From an optimization exercise on the open Yosys and OpenROAD flow, aimed at small area; shortcuts taken in it are not production practice. Function was checked by simulation only, so behaviour that the tests miss may differ from the original. No activity file was given, so power comes from the tool's default toggle rates.

job 101:
## cclu_multi_entry
module cclu_multi_entry #(
  parameter int AW           = 32,
  parameter int TW           = 32,
  parameter int CW           = 32,
  parameter int DEPTH        = 16,
  parameter int REPLACE_MODE = 0
) (
  input  logic                         clk,
  input  logic                         reset,
  input  logic                         cmd_valid,
  output logic                         cmd_ready,
  input  logic [1:0]                   command,
  input  logic [AW-1:0]                addres_in,
  input  logic [TW-1:0]                target_in,
  input  logic [CW-1:0]                counter_in,
  output logic                         valid,
  output logic                         hit,
  output logic                         error,
  output logic [TW-1:0]                target_out,
  output logic                         isFull,
  output logic                         isEmpty,
  output logic [$clog2(DEPTH+1)-1:0]   occupancy
);
  localparam int OW = $clog2(DEPTH+1);
  localparam int IW = $clog2(DEPTH);
  logic [AW-1:0]    addr_r [DEPTH];
  logic [TW-1:0]    tgt_r  [DEPTH];
  logic [CW-1:0]    cnt_r  [DEPTH];
  logic [DEPTH-1:0] vld_r;
  logic [IW-1:0]    ord_r  [DEPTH];
  logic [OW-1:0]    occ_r;
  logic             flush_r;
  logic idle, acc, pop, fls;
  assign idle = !flush_r;
  assign acc  = idle && cmd_valid && (command == 2'b01);
  assign pop  = idle && cmd_valid && (command == 2'b10);
  assign fls  = idle && cmd_valid && (command == 2'b11);
  logic occ_zero, occ_one, occ_full;
  assign occ_zero = (occ_r == {OW{1'b0}});
  ...
clock: 8.5 ns
lec_check: 0
abc_clock_period_in_ps: 6000
cap_margin: 20
core_margin: 2
core_utilization: 40
place_density: 0.6
setup_slack_margin: 0.5
slew_margin: 20
run.sh (not shown) runs the stock make flow with config.mk's settings and CLKGATE_MAP_FILE= SYNTH_SCRIPT=/design/flow/synth_recipe.tcl, a recipe that flattens the netlist after the stock synthesis.
Modified inputs, job 102 compared to job 101
- PLACE_DENSITY changed from 0.6 to 0.7
- CTS_BUF_LIST newly set to sky130_fd_sc_hd__clkbuf_4 sky130_fd_sc_hd__clkbuf_8
- SETUP_SLACK_MARGIN changed from 0.5 to 0
- CORE_UTILIZATION changed from 40 to 60
Findings:
In job 102, the fraction of met1 tracks used by global routing came out 15 points above the value in job 101. As of job 102, via count of the first global-routing pass had risen by a few percent compared to job 101. Every stage of the flow completed for job 102, and the final layout passed the timing, DRC and antenna checks. As of job 102, total power had fallen by a few percent compared to job 101. Compared with job 101, in job 102 final core utilization went up; clock power went down by about 5.4%; part of the total power dissipated in the clock network now smaller; detailed-routed wire length on met3 up about 30%; worst setup margin higher.

---

Setup of before:
cclu_multi_entry, a different RTL version from the one above (not shown whole).
For scale: ~6900 cells after synthesis, ~1700 flip-flops, ~140 I/O pins, about 70000 µm² of cells after synthesis.
clock: 8.5 ns
lec_check: 0
abc_clock_period_in_ps: 6000
cap_margin: 20
core_margin: 2
core_utilization: 60
cts_buf_list: sky130_fd_sc_hd__clkbuf_4 sky130_fd_sc_hd__clkbuf_8
place_density: 0.7
setup_slack_margin: 0
slew_margin: 20
#### Input delta (after over before)
==> flow/flow/run.sh (new file) <==
#!/bin/bash
set -o pipefail
cp standard.sh standard_sh_copy.log
export CTS_ARGS="-sink_clustering_enable -repair_clock_nets -dont_use_dummy_load -buf_list {sky130_fd_sc_hd__clkbuf_4 sky130_fd_sc_hd__clkbuf_8}"
export BUFFER_PORTS_ARGS="-buffer_cell sky130_fd_sc_hd__buf_1"
bash standard.sh > standard.log 2>&1
==> flow/standard.sh (new file) <==
#!/bin/bash
# synth_recipe.tcl (not shown) runs the flow's synth.tcl, then flattens the netlist and writes it again
# the make line also repeats each setting of config.mk as NAME=value (left out here)
make -C /OpenROAD-flow-scripts/flow DESIGN_CONFIG=/design/flow/config.mk WORK_HOME=/design/flow/orfs CLKGATE_MAP_FILE= SYNTH_SCRIPT=/design/flow/synth_recipe.tcl "${@:-finish}"
removed: flow/run.sh
==> comparison <==
Setup slack (higher): before. On met2 usage in global routing: between before and after, it ends up higher for before. Relative to before, post-place instance area has decreased by 0.74% in after. Per the comparison of after with before, die height now sits at about the same level; count of vias placed by the detailed router now sits lower; final total power now sits lower; logic gate share of total power now sits higher.

---

The RTL this note starts from:
==> flow/design.v <==
module cclu_multi_entry #(
  parameter int AW           = 32,
  parameter int TW           = 32,
  parameter int CW           = 32,
  parameter int DEPTH        = 16,
  parameter int REPLACE_MODE = 0
) (
  input  logic                         clk,
  input  logic                         reset,
  input  logic                         cmd_valid,
  output logic                         cmd_ready,
  input  logic [1:0]                   command,
  input  logic [AW-1:0]                addres_in,
  input  logic [TW-1:0]                target_in,
  input  logic [CW-1:0]                counter_in,
  output logic                         valid,
  output logic                         hit,
  output logic                         error,
  output logic [TW-1:0]                target_out,
  output logic                         isFull,
  output logic                         isEmpty,
  output logic [$clog2(DEPTH+1)-1:0]   occupancy
);
  localparam int OW = $clog2(DEPTH+1);
  localparam int IW = $clog2(DEPTH);
  logic [AW-1:0]    addr_r [DEPTH];
  logic [TW-1:0]    tgt_r  [DEPTH];
  logic [CW-1:0]    cnt_r  [DEPTH];
  logic [DEPTH-1:0] vld_r;
  logic [IW-1:0]    ord_r  [DEPTH];
  logic [OW-1:0]    occ_r;
  logic             flush_r;
  logic idle, acc, pop, fls;
  assign idle = !flush_r;
  assign acc  = idle && cmd_valid && (command == 2'b01);
  assign pop  = idle && cmd_valid && (command == 2'b10);
  assign fls  = idle && cmd_valid && (command == 2'b11);
  logic occ_zero, occ_one, occ_full;
  assign occ_zero = (occ_r == {OW{1'b0}});
  assign occ_one  = (occ_r == OW'(1));
  assign occ_full = (occ_r == OW'(DEPTH));
  assign cmd_ready = idle && !reset;
  assign occupancy = occ_r;
  assign isFull    = occ_full;
  assign isEmpty   = occ_zero;
  logic [DEPTH-1:0] m;
  logic             hit_any;
  logic [IW-1:0]    hidx;
  always_comb begin
    hidx = {IW{1'b0}};
    for (int i = 0; i < DEPTH; i++) begin
      m[i] = vld_r[i] && (addr_r[i] == addres_in);
      if (m[i]) hidx = hidx | IW'(i);
    end
  end
  assign hit_any = |m && !command[1];
  logic [DEPTH-1:0] old_oh;
  always_comb begin
    for (int i = 0; i < DEPTH; i++) old_oh[i] = (ord_r[0] == IW'(i));
  end
  logic [DEPTH-1:0] rsel;
  logic [TW-1:0]    rd_tgt;
  logic [CW-1:0]    rd_cnt;
  assign rsel = command[1] ? old_oh : m;
  always_comb begin
    rd_tgt = target_in  & {TW{!hit_any && !command[1]}};
    rd_cnt = counter_in & {CW{!hit_any}};
    for (int i = 0; i < DEPTH; i++) begin
      rd_tgt = rd_tgt | ({TW{rsel[i]}} & tgt_r[i]);
      rd_cnt = rd_cnt | ({CW{m[i]}} & cnt_r[i]);
    end
  end
  logic last;
  assign last = (rd_cnt == CW'(1));    
  logic cnt_zero, cnt_one;
  assign cnt_zero = (counter_in == {CW{1'b0}});
  assign cnt_one  = (counter_in == CW'(1));
  logic acc_hit, acc_miss, miss_store, ins, rem, hit_rem, pop_ok, repl;
  assign acc_hit    = acc && hit_any;
  assign acc_miss   = acc && !hit_any;
  assign miss_store = acc_miss && !cnt_zero && !cnt_one;
  assign repl       = (REPLACE_MODE != 0) && miss_store && occ_full;
  assign ins        = miss_store && (!occ_full || (REPLACE_MODE != 0));
  assign hit_rem    = acc_hit && last;
  assign pop_ok     = pop && !occ_zero;
  assign rem        = hit_rem || pop_ok || repl;
  logic [IW-1:0] ins_phys;
  assign ins_phys = occ_full ? ord_r[0] : ord_r[occ_r[IW-1:0]];
  logic [DEPTH-1:0] ins_oh;
  always_comb begin
    for (int i = 0; i < DEPTH; i++) ins_oh[i] = ins && (ins_phys == IW'(i));
  end
  logic [CW-1:0] wcnt;
  assign wcnt = rd_cnt - CW'(1);
  logic [DEPTH-1:0] q, s;
  logic [IW-1:0]    rem_phys;
  always_comb begin
    for (int j = 0; j < DEPTH; j++) begin
      q[j] = hit_rem ? (ord_r[j] == hidx) : (j == 0);
    end
    s[0] = q[0];
    for (int j = 1; j < DEPTH; j++) s[j] = s[j-1] || q[j];
  end
  assign rem_phys = hit_rem ? hidx : ord_r[0];
  logic [DEPTH-1:0] nf, keep_c, wr_c;
  always_comb begin
    for (int i = 0; i < DEPTH; i++) begin
      nf[i]     = !occ_full && (ord_r[occ_r[IW-1:0]] == IW'(i));
      keep_c[i] = vld_r[i] && !(acc_hit && m[i]);
      wr_c[i]   = nf[i] || (acc_hit && m[i]);
    end
    if (REPLACE_MODE != 0) begin
      for (int i = 0; i < DEPTH; i++) begin
        if (repl && old_oh[i]) begin
          nf[i]     = 1'b1;
          keep_c[i] = 1'b0;
          wr_c[i]   = 1'b1;
        end
      end
    end
  end
  always_ff @(posedge clk) begin
    for (int i = 0; i < DEPTH; i++) begin
      addr_r[i] <= (addr_r[i] & {AW{vld_r[i] && !(repl && old_oh[i])}}) |
                   (addres_in & {AW{nf[i]}});
      tgt_r[i]  <= (tgt_r[i]  & {TW{vld_r[i] && !(repl && old_oh[i])}}) |
                   (target_in & {TW{nf[i]}});
      cnt_r[i]  <= (cnt_r[i]  & {CW{keep_c[i]}}) | (wcnt & {CW{wr_c[i]}});
    end
  end
  logic [OW-1:0] occ_s;
  logic          flush_s;
  always_comb begin
    occ_s   = occ_r;
    flush_s = flush_r;
    if (flush_r) begin
      occ_s   = occ_r - OW'(1);
      flush_s = !occ_one;
    end else if (ins && !rem) begin
      occ_s = occ_r + OW'(1);
    end else if (rem && !ins) begin
      occ_s = occ_r - OW'(1);
    end else if (fls && !occ_zero) begin
      flush_s = 1'b1;
    end
  end
  logic          valid_s, hit_s, error_s, tout_en;
  logic [TW-1:0] tout_s;
  assign hit_s   = acc_hit;
  assign error_s = (acc_miss && (cnt_zero || (miss_store && !ins))) ||
                   (pop && occ_zero);
  assign tout_en = acc_hit || (acc_miss && cnt_one) || ins || pop_ok;
  assign valid_s = tout_en || (fls && occ_zero) || (flush_r && occ_one);
  assign tout_s  = rd_tgt;
  always_ff @(posedge clk or posedge reset) begin
    if (reset) begin
      for (int j = 0; j < DEPTH; j++) ord_r[j] <= IW'(j);
      vld_r      <= {DEPTH{1'b0}};
      occ_r      <= {OW{1'b0}};
      flush_r    <= 1'b0;
      valid      <= 1'b0;
      hit        <= 1'b0;
      error      <= 1'b0;
      target_out <= {TW{1'b0}};
    end else begin
      if (rem) begin
        for (int j = 0; j < DEPTH - 1; j++) begin
          if (s[j]) ord_r[j] <= ord_r[j+1];
        end
        ord_r[DEPTH-1] <= rem_phys;
      end
      if (fls && !occ_zero) begin
        vld_r <= {DEPTH{1'b0}};
      end else begin
        for (int i = 0; i < DEPTH; i++) begin
          if (ins_oh[i]) vld_r[i] <= 1'b1;
          else if (rem && (rem_phys == IW'(i))) vld_r[i] <= 1'b0;
        end
      end
      occ_r   <= occ_s;
      flush_r <= flush_s;
      valid   <= valid_s;
      hit     <= hit_s;
      error   <= error_s;
      if (tout_en) target_out <= tout_s;
    end
  end
endmodule
==> flow/config.mk <==
export PLATFORM = sky130hd
export DESIGN_NAME = cclu_multi_entry
export DESIGN_NICKNAME = cclu_multi_entry
export VERILOG_FILES = /design/flow/design.v
export SDC_FILE = /design/flow/constraint.sdc
export NUM_CORES = 4
export LEC_CHECK = 0
export ABC_CLOCK_PERIOD_IN_PS = 6000
export CAP_MARGIN = 20
export CORE_MARGIN = 2
export CORE_UTILIZATION = 60
export CTS_BUF_LIST = sky130_fd_sc_hd__clkbuf_4 sky130_fd_sc_hd__clkbuf_8
export PLACE_DENSITY = 0.7
export SETUP_SLACK_MARGIN = 0
export SLEW_MARGIN = 20
==> flow/constraint.sdc <==
create_clock -name core_clock -period 8.5 [get_ports {clk}]
set_input_delay 1.7000 -clock core_clock [delete_from_list [all_inputs] [get_ports {clk}]]
set_output_delay 1.7000 -clock core_clock [all_outputs]
set_load 0.01 [all_outputs]
standard.sh (not shown) runs the stock make flow with config.mk's settings and CLKGATE_MAP_FILE= SYNTH_SCRIPT=/design/flow/synth_recipe.tcl, a recipe that flattens the netlist after the stock synthesis.
==> flow/flow/run.sh <==
#!/bin/bash
set -o pipefail
export CTS_ARGS="-sink_clustering_enable -repair_clock_nets -dont_use_dummy_load -sink_clustering_size 25 -sink_clustering_max_diameter 80 -buf_list {sky130_fd_sc_hd__clkbuf_8 sky130_fd_sc_hd__clkbuf_16}"
export BUFFER_PORTS_ARGS="-buffer_cell sky130_fd_sc_hd__buf_1"
export RECOVER_POWER=100
bash standard.sh > standard.log 2>&1
The first run ran to the end with violations: max-capacitance violations, max-slew violations.
Edit:
--- a/flow/flow/run.sh
+++ b/flow/flow/run.sh
@@ -4,3 +4,2 @@
 export BUFFER_PORTS_ARGS="-buffer_cell sky130_fd_sc_hd__buf_1"
-export RECOVER_POWER=100
 bash standard.sh > standard.log 2>&1
CORE_UTILIZATION = 70   (was 60)
CTS_BUF_LIST = sky130_fd_sc_hd__clkbuf_8 sky130_fd_sc_hd__clkbuf_16   (was sky130_fd_sc_hd__clkbuf_4 sky130_fd_sc_hd__clkbuf_8)
PLACE_DENSITY = 0.8   (was 0.7)
Result: The changed run went through all stages and came out clean; cell count is lower by 2.8%; clock skew is higher by 0.0077 ns; die area is lower by 14%; total power is lower by 0.85%; global-route usage is higher by 4.9 points; clock power is lower by about 2%; wire length is lower by 4.9%; register-to-register slack improved by 1.7 ns; non-clock buffer count is lower by 5; worst setup slack improved by 0.78 ns.

[what the ideal ports hide]
In the flow no input, the clock included, has a driving cell. The finished layouts below were timed again as built, in two steps.
Step 1 sets driving cells, clkbuf_16 on the clock port and buf_2 on the other inputs (assumed; they add their load-dependent delay and slew).
Step 2 adds t to the input delays and takes it off the output delays; t is the mean of the earliest and latest rising clock arrival at the registers after step 1. Input paths then give back, and output paths get back, about the clock's delay inside the block.
Three values: ideal, step 1, step 2; two values: the first two.
| run | t, ns | setup slack, ns | clock arrival spread, ns |
|---|---|---|---|
| job 101 | 0.889 | 1.195 / 1.253 / 0.364 | 0.035 / 0.036 |
| job 102 | 1.018 | 1.341 / 1.378 / 0.360 | 0.106 / 0.106 |
| before | 1.083 | 1.257 / 1.318 / 0.235 | 0.065 / 0.065 |
| after | 1.083 | 0.940 / 1.008 / -0.075 | 0.123 / 0.123 |
| the first run of note 3 | 0.779 | 0.240 / 0.307 / -0.472 | 0.080 / 0.080 |
| the second run of note 3 | 0.768 | 1.024 / 1.088 / 0.320 | 0.085 / 0.085 |
The setup slack of before, which loses most, moves by +0.061 ns with the drivers and by -1.022 ns with both steps.
